Background: an optimization exercise with open tools, aiming at small area, a short achievable clock period and few clock cycles per item. Do not read the settings as production practice. Only simulation tests tie the RTL to the original design; equivalence was not proved.

==> design.v <==
`default_nettype none
package wl_pkg;
  localparam logic [1:0] FMT_GRAY  = 2'd0;
  localparam logic [1:0] FMT_RGB16 = 2'd1;
  localparam logic [1:0] FMT_RGB8  = 2'd2;
  localparam logic [1:0] FMT_RGBA8 = 2'd3;
  localparam logic [1:0] REG_FORMAT = 2'd0;
  localparam logic [1:0] REG_LOW    = 2'd1;
  localparam logic [1:0] REG_HIGH   = 2'd2;
  localparam int RW = 32;
endpackage
`default_nettype wire
`default_nettype none
module wl_pg #(
  parameter int W = 33
) (
  input  wire logic [W-1:0] a,
  input  wire logic [W-1:0] b,
  output logic [W-1:0] p,
  output logic [W-1:0] g
);
  assign p = a ^ b;
  assign g = a & b;
endmodule
module wl_pfx #(
  parameter int W = 33
) (
  input  wire logic [W-1:0] p,
  input  wire logic [W-1:0] g,
  input  wire logic cin,
  output logic [W-1:0] c
);
  localparam int L = W > 32 ? 6 : W > 16 ? 5 : W > 8 ? 4 : W > 4 ? 3 : W > 2 ? 2 : 1;
  logic [L:0][W-1:0] gg, pp;
  assign gg[0] = {g[W-1:1], g[0] | (p[0] & cin)};
  assign pp[0] = p;
  for (genvar l = 0; l < L; l++) begin : g_lv
    for (genvar i = 0; i < W; i++) begin : g_bit
      if (((i >> l) & 1) == 1) begin : g_join
        localparam int J = ((i >> l) << l) - 1;
        assign gg[l+1][i] = gg[l][i] | (pp[l][i] & gg[l][J]);
        assign pp[l+1][i] = pp[l][i] & pp[l][J];
      end else begin : g_pass
        assign gg[l+1][i] = gg[l][i];
        assign pp[l+1][i] = pp[l][i];
      end
    end
  end
  assign c = gg[L];
endmodule
module wl_add #(
  parameter int W = 33
) (
  input  wire logic [W-1:0] a,
  input  wire logic [W-1:0] b,
  input  wire logic cin,
  output logic [W-1:0] s
);
  logic [W-1:0] p, g, c;
  wl_pg #(.W(W)) u_pg (.a(a), .b(b), .p(p), .g(g));
  wl_pfx #(.W(W)) u_pfx (.p(p), .g(g), .cin(cin), .c(c));
  assign s = p ^ {c[W-2:0], cin};
endmodule
module wl_msb #(
  parameter int W = 33
) (
  input  wire logic [W-1:0] a,
  input  wire logic [W-1:0] b,
  input  wire logic cin,
  output logic s
);
  logic [W-1:0] p, g, c;
  wl_pg #(.W(W)) u_pg (.a(a), .b(b), .p(p), .g(g));
  wl_pfx #(.W(W)) u_pfx (.p(p), .g(g), .cin(cin), .c(c));
  assign s = p[W-1] ^ c[W-2];
endmodule
module wl_div_stage (
  input  wire logic clk,
  input  wire logic [wl_pkg::RW:0] dn,
  input  wire logic dneg,
  input  wire logic byp,
  input  wire logic [wl_pkg::RW:0] r_in,
  input  wire logic [7:0] xq_in,
  output logic [wl_pkg::RW:0] r_out,
  output logic [7:0] xq_out
);
  localparam int RW = wl_pkg::RW;
  logic sub;
  logic [RW:0] t, s;
  assign sub = !r_in[RW];
  assign t = {r_in[RW-1:0], xq_in[7]};
  wl_add #(.W(RW+1)) u_add (
    .a(t), .b(dn ^ {(RW+1){sub}}), .cin(sub ^ dneg), .s(s)
  );
  always_ff @(posedge clk) begin
    r_out <= s;
    xq_out <= {xq_in[6:0], byp ? xq_in[7] : !r_in[RW]};
  end
endmodule
`default_nettype wire
`default_nettype none
module window_level_to_rgb8 (
  input  wire logic clk,
  input  wire logic rst,
  input  wire logic cfg_we,
  input  wire logic [1:0] cfg_index,
  input  wire logic [31:0] cfg_data,
  input  wire logic pix_in_valid,
  output logic pix_in_ready,
  input  wire logic [32+16*3+8-1:0] pix_in_data,
  output logic pix_out_valid,
  input  wire logic pix_out_ready,
  output logic [31:0] pix_out_data
);
  localparam int RW = wl_pkg::RW;
  localparam int NST = 7;
  logic [1:0] fmt;
  logic signed [31:0] lo, hi;
  always_ff @(posedge clk) begin
    if (rst) begin
      fmt <= wl_pkg::FMT_GRAY;
      lo <= '0;
      hi <= 32'sd255;
    end else if (cfg_we) begin
      case (cfg_index)
        wl_pkg::REG_FORMAT: fmt <= cfg_data[1:0];
        wl_pkg::REG_LOW:    lo <= cfg_data;
        wl_pkg::REG_HIGH:   hi <= cfg_data;
        default: ;
      endcase
    end
  end
  logic is_gray, is_rgb16, is_rgb8;
  assign is_gray  = fmt == wl_pkg::FMT_GRAY;
  assign is_rgb16 = fmt == wl_pkg::FMT_RGB16;
  assign is_rgb8  = fmt[1];
  logic [RW:0] dw, dn;
  logic dneg, dzero;
  logic [RW:0] dhl;
  wl_add #(.W(RW+1)) u_dhl (.a({hi[31], hi}), .b(~{lo[31], lo}), .cin(1'b1), .s(dhl));
  assign dw = is_rgb8 ? '0 : dhl;
  always_ff @(posedge clk) begin
    dn <= dw ^ {(RW+1){dw[RW]}};
    dneg <= dw[RW];
  end
  assign dzero = dn == '0 && !dneg;
  logic [RW:0] ea;
  logic va, bypa;
  logic [NST:0][RW:0] r;
  logic [NST:0][7:0] xq;
  logic [NST:0] vl, zr, st, byp;
  logic [3:0] hcnt;
  logic hd_end;
  assign hd_end = hcnt == 4'd0;
  logic rmode, out_free, deliver, recirc;
  assign out_free = !pix_out_valid || pix_out_ready;
  assign deliver = vl[NST] && out_free && (!rmode || hd_end);
  assign recirc = vl[NST] && !deliver;
  logic ivld, ilast;
  logic [1:0] iph;
  logic [47:0] ib;
  logic front_free, issue, accept;
  assign front_free = !recirc && !rmode;
  assign issue = ivld && front_free;
  assign pix_in_ready = !ivld || (front_free && ilast);
  assign accept = pix_in_valid && pix_in_ready;
  logic [31:0] gs;
  logic [15:0] ri, gi, bi;
  logic [7:0] ai;
  assign {gs, ri, gi, bi, ai} = pix_in_data;
  always_ff @(posedge clk) begin
    if (rst) begin
      ivld <= 1'b0;
    end else if (pix_in_ready) begin
      ivld <= pix_in_valid;
    end
  end
  always_ff @(posedge clk) begin
    if (pix_in_ready) begin
      iph <= '0;
      ilast <= !is_rgb16;
      if (is_gray) ib <= {16'd0, gs};
      else if (is_rgb16) ib <= {ri, gi, bi};
      else ib <= {16'd0, ri[7:0], gi[7:0], bi[7:0], fmt[0] ? ai : 8'd0};
    end else if (issue) begin
      iph <= iph + 2'd1;
      ilast <= iph == 2'd1;
      ib <= {ib[31:0], 16'd0};
    end
  end
  logic signed [32:0] v;
  logic [RW:0] eb;
  always_comb begin
    if (is_gray) v = {ib[31], ib[31:0]};
    else if (is_rgb16) v = {17'd0, ib[47:32]};
    else v = {1'b0, ib[31:0]};
  end
  wl_add #(.W(RW+1)) u_ea (
    .a(v), .b(is_rgb8 ? '1 : ~{lo[31], lo}), .cin(1'b1), .s(eb)
  );
  logic sl, fs;
  logic [7:0] y;
  logic [31:0] d32;
  assign sl = !r[NST][RW];
  wl_msb #(.W(RW+1)) u_last (
    .a({r[NST][RW-1:0], xq[NST][7]}), .b(dn ^ {(RW+1){sl}}), .cin(sl ^ dneg), .s(fs)
  );
  logic yk1, yk2;
  always_comb begin
    yk1 = 1'b0;
    yk2 = 1'b0;
    if (byp[NST]) begin
      y = {xq[NST][6:0], xq[NST][7]};
      yk1 = xq[NST][7];
    end else if (dzero) y = 8'd128;
    else if (zr[NST]) y = 8'd0;
    else if (st[NST]) begin
      y = 8'd255;
      yk1 = 1'b1;
    end else begin
      y = {xq[NST][5:0], !r[NST][RW], 1'b0};
      yk2 = 1'b1;
    end
    d32 = {r[NST][30:0], xq[NST][7]};
  end
  always_ff @(posedge clk) begin
    if (recirc) ea <= is_rgb8 ? {1'b0, d32} : {22'd0, fs, yk2, yk1, y[7:1], 1'b0};
    else ea <= eb;
    bypa <= recirc;
  end
  logic [RW-1:0] ub;
  logic sb;
  wl_add #(.W(RW)) u_ub (
    .a(ea[RW-1:0]), .b(~{{8{ea[RW]}}, ea[RW-1:8]}),
    .cin(!(dneg || ea[7:0] != 8'd0)), .s(ub)
  );
  wl_msb #(.W(RW+2)) u_sat (
    .a({ea[RW], ea}), .b({1'b0, dn} ^ {(RW+2){!dneg}}), .cin(!dneg), .s(sb)
  );
  always_ff @(posedge clk) begin
    if (is_rgb8 || bypa) begin
      r[0] <= {9'd0, ea[31:8]};
      xq[0] <= is_rgb8 ? ea[7:0] : {ea[7:1], ea[8] | (ea[9] & !ea[10])};
    end else begin
      r[0] <= {1'b0, ub ^ {RW{dneg}}};
      xq[0] <= dneg ? ea[7:0] : -ea[7:0];
    end
    zr[0] <= ea == '0 || (ea[RW] ^ dneg);
    st[0] <= dneg ? sb : !sb;
    byp[0] <= bypa;
  end
  for (genvar k = 0; k < NST; k++) begin : g_div
    wl_div_stage u_div (
      .clk(clk), .dn(dn), .dneg(dneg), .byp(byp[k]),
      .r_in(r[k]), .xq_in(xq[k]),
      .r_out(r[k+1]), .xq_out(xq[k+1])
    );
    always_ff @(posedge clk) begin
      zr[k+1] <= zr[k];
      st[k+1] <= st[k];
      byp[k+1] <= byp[k];
    end
  end
  always_ff @(posedge clk) begin
    if (rst) begin
      va <= 1'b0;
      vl <= '0;
      hcnt <= '0;
      rmode <= 1'b0;
    end else begin
      va <= recirc || issue;
      vl <= {vl[NST-1:0], va};
      rmode <= recirc || (rmode && !(vl[NST] && hd_end));
      if (recirc && (!rmode || hd_end)) hcnt <= 4'(NST + 1);
      else if (hcnt != 4'd0) hcnt <= hcnt - 4'd1;
    end
  end
  logic [1:0] och;
  logic olast;
  assign olast = !is_rgb16 || och == 2'd2;
  always_ff @(posedge clk) begin
    if (rst) och <= '0;
    else if (deliver) och <= olast ? 2'd0 : och + 2'd1;
  end
  logic [31:0] pd;
  logic ok1, ok2, ofs, oy0;
  assign oy0 = ok1 | (ok2 & !ofs);
  always_ff @(posedge clk) begin
    if (deliver) begin
      if (is_gray) pd <= {y, y, y, 8'd0};
      else if (is_rgb16) pd <= {pd[23:16], pd[15:9], oy0, y, 8'd0};
      else pd <= d32;
      ok1 <= yk1;
      ok2 <= yk2;
      ofs <= fs;
    end
  end
  always_comb begin
    pix_out_data = pd;
    if (is_gray) begin
      pix_out_data[24] = oy0;
      pix_out_data[16] = oy0;
      pix_out_data[8] = oy0;
    end else if (is_rgb16) begin
      pix_out_data[8] = oy0;
    end
  end
  always_ff @(posedge clk) begin
    if (rst) pix_out_valid <= 1'b0;
    else if (deliver) pix_out_valid <= olast;
    else if (pix_out_ready) pix_out_valid <= 1'b0;
  end
endmodule
`default_nettype wire
==> flow/run.sh <==
#!/bin/bash
# The standard layout, with plain buffers (buf_1) on the ports in
# place of the default port buffer (the resizer sizes them as needed),
# and clock tree synthesis without dummy loads, with larger sink clusters.
set -euo pipefail
export BUFFER_PORTS_ARGS="-buffer_cell sky130_fd_sc_hd__buf_1"
export CTS_ARGS="-sink_clustering_enable -repair_clock_nets -dont_use_dummy_load -sink_clustering_size 30 -buf_list sky130_fd_sc_hd__clkbuf_8"
bash standard.sh > standard.log 2>&1
==> standard.sh <==
#!/bin/bash
# synth_recipe.tcl (not shown) runs the flow's synth.tcl, then flattens the netlist and writes it again
# the make line also repeats each setting of config.mk as NAME=value (left out here)
make -C /OpenROAD-flow-scripts/flow DESIGN_CONFIG=/design/flow/config.mk WORK_HOME=/design/flow/orfs CLKGATE_MAP_FILE= SYNTH_SCRIPT=/design/flow/synth_recipe.tcl "${@:-finish}"
==> config.mk <==
export PLATFORM = sky130hd
export DESIGN_NAME = window_level_to_rgb8
export DESIGN_NICKNAME = window_level_to_rgb8
export VERILOG_FILES = /design/flow/design.v
export SDC_FILE = /design/flow/constraint.sdc
export NUM_CORES = 4
export LEC_CHECK = 0
export CAP_MARGIN = 20
export CORE_MARGIN = 2
export CORE_UTILIZATION = 40
export PLACE_DENSITY = 0.6
export SETUP_SLACK_MARGIN = 2.0
export SLEW_MARGIN = 20
export SYNTH_HIERARCHICAL = 1
==> constraint.sdc <==
create_clock -name core_clock -period 5.0 [get_ports {clk}]
set_input_delay 1.0000 -clock core_clock [delete_from_list [all_inputs] [get_ports {clk}]]
set_output_delay 1.0000 -clock core_clock [all_outputs]
set_load 0.01 [all_outputs]
==> run summary <==
-- critical path, stage by stage (launching register included) --
cell and delay, ns:
dfxtp_4 0.42, nand2b_4 0.26, buf_6 0.12, nand2_2 0.04, nand2_2 0.09, ha_4 0.21
a21o_1 0.21, and4_1 0.21, o211ai_1 0.22, buf_4 0.18, nand3_4 0.12, a31o_4 0.26
a31o_1 0.22, xor2_1 0.16, nand2_1 0.06, o21ai_1 0.06
-- path summary, 6_finish.rpt --
check	from	end	slack [ns]	cells after the start
setup / recovery	fmt[1]	ea[27]	1.98	15
hold / removal	g_div[5].u_div.xq_out[3]	g_div[6].u_div.xq_out[4]	0.32	0
setup reg to reg	fmt[1]	ea[27]	1.98	15
hold reg to reg	g_div[5].u_div.xq_out[3]	g_div[6].u_div.xq_out[4]	0.32	0
-- registers in the layout, indices dropped and copies added, names as in the netlist, 2 cells and up --
register            cells
zr                      8
byp                     8
ib                     48
g_div.u_div.xq_out     56
lo                     32
xq                      8
r                      32
dn                     32
och                     2
hcnt                    4
st                      8
fmt                     2
ea                     33
g_div.u_div.r_out     231
hi                     32
iph                     2
vl                      8
pd                     32
-- per-layer routing --
metal	vias up	share of wire (%)	GRT usage (%)	wire (um)
met5	-	0	0	0
met2	663	45	33.9	45400
met3	207	4.3	2.88	4390
met4	0	4.7	9.29	4710
met1	12682	46	28.3	46600
li1	13666	-	-	-
-- layout make-up --
| class | count | area share, % |
|---|---|---|
| multi-input combinational | 2946 | 56.0 |
| sequential | 588 | 31.0 |
| timing repair buffer | 287 | 5.15 |
| tap | 1176 | 3.58 |
| clock buffer | 99 | 3.31 |
| inverter | 112 | 1.02 |
| antenna | 1 | 0.00608 |
-- metrics by stage --
stage / hold WS [ns] / setup slack [ns]
CTS: 0.314 / 1.92
floorplan: 0.310 / 1.91
global route: 0.327 / 1.86
detailed placement: 0.312 / 1.46
global placement: 0.310 / 1.46
finish: 0.322 / 1.98
-- cells in the final DEF (no fill, tap or decap), drive strengths merged, types with 10 or more instances in the layout --
cell type / instances
a211oi: 25
a21o: 249
a21oi: 254
a221o: 10
a22oi: 13
a311o: 10
a31o: 51
a31oi: 12
a32oi: 11
a41o: 10
and2: 30
and3: 43
and4: 43
buf: 278
clkbuf: 105
conb: 12
dfxtp: 504
edfxtp: 84
ha: 401
inv: 111
mux2: 12
mux2i: 26
nand2: 382
nand2b: 43
nand3: 38
nand3b: 10
nand4: 39
nor2: 179
nor2b: 19
nor3: 16
nor4: 15
o2111a: 10
o211ai: 33
o21ai: 156
o21bai: 32
or2: 21
or3: 14
xnor2: 351
xor2: 357
-- repair_timing --
| action | in CTS | in global routing |
|---|---|---|
| setup endpoints to repair | 251 | 174 |
| cloned | 6 | 5 |
| gates resized for setup | 104 | 148 |
| endpoints found under the hold margin | 0 | 0 |
| buffers inserted | 32 | 50 |
| pin swaps | 10 | 60 |
==> results.py <==
metrics = {
    "clocking": {
        "htree_levels": 3,
        "cts.path.max_buffers": 3,
        "clockRootBuffer": "clkbuf_8",
        "clk_latency_ns": 0.72,
        "hold_buffers": 0,
        "clock-sinks": 588,
        "cts_buffers": 99,
        "clkSlewWorstSetupHoldPaths_ns": 0.06,
        "cts_tree": "yes",
    },
    "floorplanning": {
        "start_util_pct": 40.3,
        "die_h_um": 305,
        "die-width_um": 305,
        "placementRows": 110,
        "boundaryPins": 161,
        "core_region_area_um2": 89700,
        "die_area_um2": 92800,
    },
    "routing": {
        "vias_per_cell": 5.23,
        "num_vias": 27218,
        "drc": 0,
        "detail_route.wl_per_cell_um": 19.4,
        "drt_iter0_markers": 1699,
        "drtAntennaViolNets": 0,
        "routed_wl_um": 101000,
        "firstDrtPassIters": 5,
    },
    "cells_and_area": {
        "finalCoreUtilization_pct": 45.8,
        "fill_cells": 8659,
        "layout-drive-gt1-share_pct": 14.5,
        "stdcell_count": 5209,
        "syn_to_final_growth_pct": 13.8,
        "design_area_um2": 41100,
        "nNetsFinal": 4562,
        "register_area_um2": 12700,
        "multi_input_area_um2": 23000,
    },
    "worst_setup_path": {
        "cp_data_required_time_ns": 5.55,
        "crit_fanout": 8,
        "startpoint_type": "register",
        "cp-end-kind": "register",
        "cp.arrival_ns": 3.57,
        "path_class": "register to register",
    },
    "sta": {
        "hold_violations": 0,
        "setup_viol": 0,
        "timing.final.crit_share_pct": 60.4,
        "setup_tns_ns": 0,
        "finalClockSkew_ns": 0.0561,
        "period_needed_ns": 3.02,
        "relSlewSlack_pct": 40.8,
        "fmax_mhz": 331,
        "rsz0062_at_grt": "true",
        "tightest_slew_ns": 0.886,
        "slew_violations": 0,
    },
    "grt": {
        "grt_pass1_wl_um": 153000,
        "grt_pass1_vias": 26380,
        "grt_overflow": 0,
        "grt_antenna_before_repair": 1,
        "grtUsageTotal_pct": 21.1,
        "grt_max_degree": 82,
    },
    "run_status": {
        "status": "no timing/DRC/antenna violations",
    },
    "logic_synthesis": {
        "syn_inst": 3787,
        "ys_warn_count": 8,
        "synth_area_per_cell_um2": 9.54,
        "netlist_area_um2": 36100,
    },
    "placement": {
        "dp_hpwl_um": 73300,
        "portBuffers": 160,
        "globalplace.congestion": 0.898,
        "dpl_cell_area_um2": 37600,
        "numPlacedInstances": 5016,
    },
    "worst_hold_path": {
        "min_path_type": "register to register",
    },
    "run": {
        "maxCapViolCount": 0,
    },
}
Testbench counts, summed over its fixed seeds: cycles 15,817, items 8,192.

-- re-timing with driven ports --
Ports are ideal in the flow. The routed layout listed here was re-timed in OpenROAD.
Step 1: set_driving_cell puts a clkbuf_16 on clk and a buf_2 on each other input, an assumption about the parent block.
Step 2 times the ports against the registers' clock, not the clock port: input delays grow and output delays shrink by t, the midpoint of the rising clock arrivals with the driver on.
Three values: ideal ports, drivers, drivers and shift; two values: the first two.
t (ns): 0.750
slack for setup (ns): 1.981 / 1.981 / 1.948
clock arrival spread, ns: 0.056 / 0.056
After both steps setup and hold are still met in this run. For this run, drivers alone change the setup slack by 0.000 ns; drivers and shift together by -0.033 ns.
